Background: an optimization exercise with open tools, aiming at small area, a short achievable clock period and few clock cycles per item. Do not read the settings as production practice.
Only simulation tests tie the RTL to the original design; equivalence was not proved.

==> flow/design.v, too long to show whole: its modules and the start of the top module <==
// module cordic_park_engine: 2420 lines
module cordic_park_engine #(
  parameter int WIDTH       = 16,
  parameter int ANGLE_WIDTH = 16,
  parameter int ITERATIONS  = 14,
  parameter int GUARD_BITS  = 3,
  parameter int GAIN_BITS   = 15,
  parameter int TAG_WIDTH   = 2
) (
  input  logic                          clk,
  input  logic                          rst,
  input  logic                          in_valid,
  output logic                          in_ready,
  input  logic                          mode,
  input  logic signed [WIDTH-1:0]       in_x,
  input  logic signed [WIDTH-1:0]       in_y,
  input  logic [ANGLE_WIDTH-1:0]        angle,
  input  logic [TAG_WIDTH-1:0]          in_tag,
  output logic                          out_valid,
  input  logic                          out_ready,
  output logic signed [WIDTH-1:0]       out_x,
  output logic signed [WIDTH-1:0]       out_y,
  output logic [TAG_WIDTH-1:0]          out_tag,
  output logic                          busy
);
  // ...
==> flow/flow/run.sh <==
#!/bin/bash
bash standard.sh SETUP_SLACK_MARGIN=5.4 finish > standard.log 2>&1
==> flow/standard.sh <==
#!/bin/bash
# synth_recipe.tcl (not shown) runs the flow's synth.tcl, then flattens the netlist and writes it again
# the make line also repeats each setting of config.mk as NAME=value (left out here)
make -C /OpenROAD-flow-scripts/flow DESIGN_CONFIG=/design/flow/config.mk WORK_HOME=/design/flow/orfs CLKGATE_MAP_FILE= SYNTH_SCRIPT=/design/flow/synth_recipe.tcl "${@:-finish}"
==> flow/config.mk <==
export PLATFORM = sky130hd
export DESIGN_NAME = cordic_park_engine
export DESIGN_NICKNAME = cordic_park_engine
export VERILOG_FILES = /design/flow/design.v
export SDC_FILE = /design/flow/constraint.sdc
export NUM_CORES = 4
export LEC_CHECK = 0
export ABC_CLOCK_PERIOD_IN_PS = 5000
export CAP_MARGIN = 20
export CORE_MARGIN = 2
export CORE_UTILIZATION = 60
export CTS_BUF_LIST = sky130_fd_sc_hd__clkbuf_4 sky130_fd_sc_hd__clkbuf_8
export CTS_CLUSTER_DIAMETER = 50
export CTS_CLUSTER_SIZE = 20
export PLACE_DENSITY = 0.72
export SETUP_SLACK_MARGIN = 5
export SLEW_MARGIN = 20
==> flow/constraint.sdc <==
create_clock -name core_clock -period 10.0 [get_ports {clk}]
set_input_delay 2.0000 -clock core_clock [delete_from_list [all_inputs] [get_ports {clk}]]
set_output_delay 2.0000 -clock core_clock [all_outputs]
set_load 0.01 [all_outputs]
==> notes.md, run 1 <==
status: no timing/DRC/antenna violations
# setup viols final: 0
fraction of area in multi-input gates: 0.6169
Post-CTS Setup Repair Bufs: 90
Worst Hold End: t_q[4][1]
CP max-delay cell: or4_1
commonest non-fill, non-tap cells in the layout: inv_1 (950), fa_1 (565), ha_1 (550), xnor2_1 (541), edfxtp_1 (474)
hold_ws: 0.4209 ns
Final min period: 4.656 ns
clk buf depth: 3
critical path class: flip-flop to flip-flop
M1 WL: 51.22 mm
DRC: 0
# port buffers: 91
GP Congestion: 0.9360
slack of the worst reg-to-reg path: 5.34 ns
number of I/O pins: 92
Post-Place Cells: 6526
most frequent cell after synthesis: inv_1
Synth Flop Type: edfxtp_1
number of global-route vias before repair: 39375
setup slack after layout: 5.344 ns
f_max: 214.8 MHz
TritonRoute pass-1 iters: 7
compound-gate portion of the synthesized area: 0.1107
Worst Setup EP: y5_q[19]
Async S/R FF share, synth: 0.01863
crit path from: p4_q
Initial Util: 0.6052
Sink Count: 483
met3 usage: 0.02890
Final #Nets: 6818
Largest delay share family, worst path: compound AO/OA/AOI/OAI gates
Avg Inst Size Synth: 10.44 um^2
area share of fa/ha/maj cells after synthesis: 0.3396
num rows: 111
top cell type's share of synthesized area: 0.2570
Testbench counts, summed over its fixed seeds: cycles 2,472, items 2,400.
==> run 2, diff against run 1 <==
==> flow/run.sh (new file) <==
#!/bin/bash
# synth_recipe.tcl (not shown) runs the flow's synth.tcl, then flattens the netlist and writes it again
# the make line also repeats each setting of config.mk as NAME=value (left out here)
make -C /OpenROAD-flow-scripts/flow DESIGN_CONFIG=/design/flow/config.mk WORK_HOME=/design/flow/orfs CLKGATE_MAP_FILE= SYNTH_SCRIPT=/design/flow/synth_recipe.tcl finish
removed: flow/flow/run.sh
removed: flow/standard.sh
==> run 2 against run 1 <==
Against the previous run: fmax fell by 4.0%; worst setup slack got worse by 0.20 ns; global-route usage fell by 1.1 points; sequential share of layout area rose by 1.1 points; area after synthesis did not move; via count fell by 2.7%; cell count fell by 1.8%; non-clock buffer count fell by 122.
==> notes.md, run 2 <==
critical path class: input pin to output pin (was flip-flop to flip-flop)
Overflow after GRT: 0 (unchanged)
number of global-route vias before repair: 38496 (was 39375)
top cell type's share of synthesized area: 0.2570 (unchanged)
Netlist Area Pre-Place: 55390 um^2 (unchanged)
via count: 37091 (was 38117)
Syn Nets: 6519 (unchanged)
num rows: 111 (unchanged)
Setup Total Neg Slack: 0 ns (unchanged)
Via-to-Cell Ratio: 5.515 (was 5.564)
Initial DRC Count: 1966 (was 2197)
dpl ws: 4.141 ns (was 4.311 ns)
Area Overhead vs Synth: 9.245% (was 14.30%)
Rel. slew slack: 0.3297 (was 0.3510)
Mapped Cells: 5306 (unchanged)
hpwl dp: 97.90 mm (was 98.11 mm)
CP Depth: 4 (was 22)
Yosys top cell by area: edfxtp_1 (unchanged)
Die W: 307.8 um (unchanged)
Initial Util: 0.6052 (unchanged)
commonest non-fill, non-tap cell in the layout: inv_1 (unchanged)
# port buffers: 91 (unchanged)
Async S/R FF share, synth: 0.01863 (unchanged)
die height: 307.8 um (unchanged)
Critical Path Most Common Cell: dlygate4sd2_1 (was a21oi_2)
most frequent cell after synthesis: inv_1 (unchanged)
synth unique cells: 91 (unchanged)
Largest delay share family, worst path: buffers and inverters (was compound AO/OA/AOI/OAI gates)
status: no timing/DRC/antenna violations (unchanged)
Synth area leaders: edfxtp_1 (26%), fa_1 (21%), ha_1 (13%) (unchanged)
Final #Nets: 6695 (was 6818)
DRT antenna net count: 0 (unchanged)
Synth Flop Type: edfxtp_1 (unchanged)
Critical Path RT: 8.00 ns (was 10.60 ns)
# setup viols final: 0 (unchanged)
Commonest cells post-synth: inv_1 (963), ha_1 (585), xnor2_1 (581), fa_1 (573), edfxtp_1 (474) (unchanged)
max cap viols: 0 (unchanged)
TritonCTS Buffers: 72 (was 73)
Worst-path clk slew: 0.08 ns (about the same)
die area: 94770 um^2 (unchanged)
RSZ-0062 raised after global routing: true (unchanged)
Fillers: 7187 (was 6789)
TritonRoute pass-1 iters: 5 (was 7)
Hold Path Class: flip-flop to flip-flop (unchanged)
area of the multi-input gates: 37540 um^2 (was 39060 um^2)
CP bufs+invs: 2 (was 4)
largest net degree at the start of global routing: 193 (was 147)
Layout Skew: 0.05655 ns (was 0.05487 ns)
htree depth: 3 (unchanged)
Cells on Worst Hold Path: 0 (unchanged)
count of state elements after synthesis: 483 (unchanged)
CP max-delay cell: dlygate4sd2_1 (was or4_1)
crit path DAT: 2.85 ns (was 5.25 ns)
Setup crit end kind: output pin (was flip-flop)
clk latency of the worst-skew pair: 0.74 ns (was 0.75 ns)
root buf cell: clkbuf_8 (unchanged)
Final min period: 4.851 ns (was 4.656 ns)
drt total wl: 121.1 mm (was 129.4 mm)
antenna violations before repair: 1 (was 2)
register area: 14460 um^2 (unchanged)
critical-path maximum fanout: 3 (was 4)
fraction of layout cells with a size suffix above 1: 0.06555 (was 0.1201)
f_max: 206.2 MHz (was 214.8 MHz)
CTS tree: yes (unchanged)
max-slew violation count: 0 (unchanged)
Tightest Pin Transition: 1.002 ns (was 0.9735 ns)
final hold viol count: 0 (unchanged)
Sink Count: 483 (unchanged)
startpoint class of the critical path: input pin (was flip-flop)
Avg Inst Size Synth: 10.44 um^2 (unchanged)
first-pass GRT wire length: 195.3 mm (was 203.3 mm)
max incr delay on CP: 0.28 ns (was 0.53 ns)
final worst-path cycle share: 0.4851 (was 0.4656)
clk buf depth: 3 (unchanged)
CP cell instances: dlygate4sd2_1 -> nand2b_4 -> and2_4 -> dlygate4sd2_1 (was buf_12 -> buf_12 -> xnor2_4 -> inv_2 -> ha_4 -> a21o_1 -> a211o_1 -> a21oi_2 -> inv_1 -> a21oi_2 -> xnor2_2 -> fa_2 -> a21o_1 -> a21oi_2 -> o21bai_1 -> a2111o_1 -> nand3_4 -> a21oi_4 -> o21ai_2 -> a21oi_2 -> or4_1 -> nand3_1)
DRC: 0 (unchanged)
GRT Overall Usage: 0.2606 (was 0.2718)
commonest non-fill, non-tap cells in the layout: inv_1 (956), ha_1 (585), fa_1 (572), xnor2_1 (568), edfxtp_1 (474) (was inv_1 (950), fa_1 (565), ha_1 (550), xnor2_1 (541), edfxtp_1 (474))
number of synthesis warnings: 2 (unchanged)
number of I/O pins: 92 (unchanged)
Post-synth EDFFs: 474 (unchanged)
setup slack after layout: 5.149 ns (was 5.344 ns)
sequential area share after synthesis: 0.2610 (unchanged)
core area: 91520 um^2 (unchanged)
Reg2Reg Depth: 19 (was 22)
WL/cell: 18.01 um (was 18.88 um)
GP Congestion: 0.9370 (was 0.9360)
==> run 2: final timing paths <==
kind / from / end / slack [ns]
min: t_q[0][0] / t_q[1][0] / 0.42
min in group asynchronous: rst / v_q[7] / 1.32
max reg2reg: p3_q / y4_q[13] / 5.18
max: out_ready / in_ready / 5.15
max in group asynchronous: rst / v_q[2] / 8.55
min reg2reg: t_q[0][0] / t_q[1][0] / 0.42
==> run 2: routing by layer <==
metal / vias to the layer above / part of all wire / track usage
li1: 18033 / - / -
met1: 18219 / 0.41 / 0.3135
met2: 633 / 0.52 / 0.4802
met3: 206 / 0.032 / 0.02856
met4: 0 / 0.034 / 0.09393
met5: - / 0 / 0
==> run 2: area by class of cell <==
type,instances,area share
Antenna cell,1,0.00004135
Clock buffer,75,0.01685
Clock inverter,55,0.009656
Inverter,965,0.06011
Multi-Input combinational cell,3775,0.6203
Sequential cell,483,0.2389
Tap cell,1186,0.02452
Timing Repair Buffer,185,0.02957
==> run 2: logic make-up (layout without fill, tap and decap cells) <==
logic type               Yosys count  in the layout  synth area share
AO/OA/AOI/OAI                    921            921            0.1107
buffers and inverters           1050           1280           0.07149
AND/OR/NAND/NOR                  764            766           0.06862
adder cells (fa/ha/maj)         1160           1160            0.3396
other                              0              1                 0
multiplexers                      56             56           0.01044
XOR/XNOR                         872            872            0.1381
flip-flops                       483            483            0.2610
==> run 2: worst reg2reg max path, cell delays in order, from the launching register on <==
cell and delay (ns):
edfxtp_1 0.37, clkbuf_8 0.26, xnor2_2 0.28, inv_1 0.07, ha_1 0.28, a21o_1 0.18
a211o_1 0.31, a211oi_1 0.28, nor3_1 0.15, xnor2_2 0.21, fa_1 0.47, a21o_1 0.17
a21oi_1 0.21, nor2b_1 0.07, o21ai_0 0.29, a211o_1 0.24, nand3_1 0.09, a21oi_1 0.25
o21ai_0 0.17, xor2_1 0.19
==> run 2: through the flow <==
step                area (um^2)  utilization  std cells  hold slack, ns
floorplan                 55460            -       5306          0.4003
global placement          57740       0.6309       6527          0.4003
detailed placement        57740       0.6309       6527          0.4052
CTS                       59760       0.6530       6684          0.4165
global route              60510       0.6612       6725          0.4229
finish                    60510       0.6612       6725          0.4156
==> run 2: what timing repair did <==
item                                    4_1_cts  5_1_grt
endpoints found under the setup margin       42       68
buffers inserted                             25       37
pin swaps                                     1       16
gates resized for setup                      48      100
hold endpoints to repair                      0        0
gates cloned                                  2        2
hold buffers                                  0        0

==> static timing again, ports no longer ideal <==
Ports are ideal in the flow. The routed layouts listed here were re-timed in OpenROAD.
Step 1: set_driving_cell puts a clkbuf_16 on clk and a buf_2 on each other input, an assumption about the parent block.
Step 2 adds t to the input delays and takes it off the output delays; t is the mean of the earliest and latest rising clock arrival at the registers after step 1. Input paths then give back, and output paths get back, about the clock's delay inside the block.
Three values: ideal ports, drivers, drivers and shift; two values: the first two.
| run | shift t [ns] | setup WS [ns] | latest minus earliest clock arrival (ns) | worst register clock-pin slew, ns |
|---|---|---|---|---|
| run 1 | 0.780 | 5.344 / 5.344 / 4.806 | 0.063 / 0.063 | 0.09 / 0.09 |
| run 2 | 0.769 | 5.149 / 5.130 / 4.435 | 0.059 / 0.060 | 0.10 / 0.10 |
After both steps every run listed still meets setup and hold. The setup slack of run 2, which loses most, moves by -0.019 ns with the drivers and by -0.714 ns with both steps.
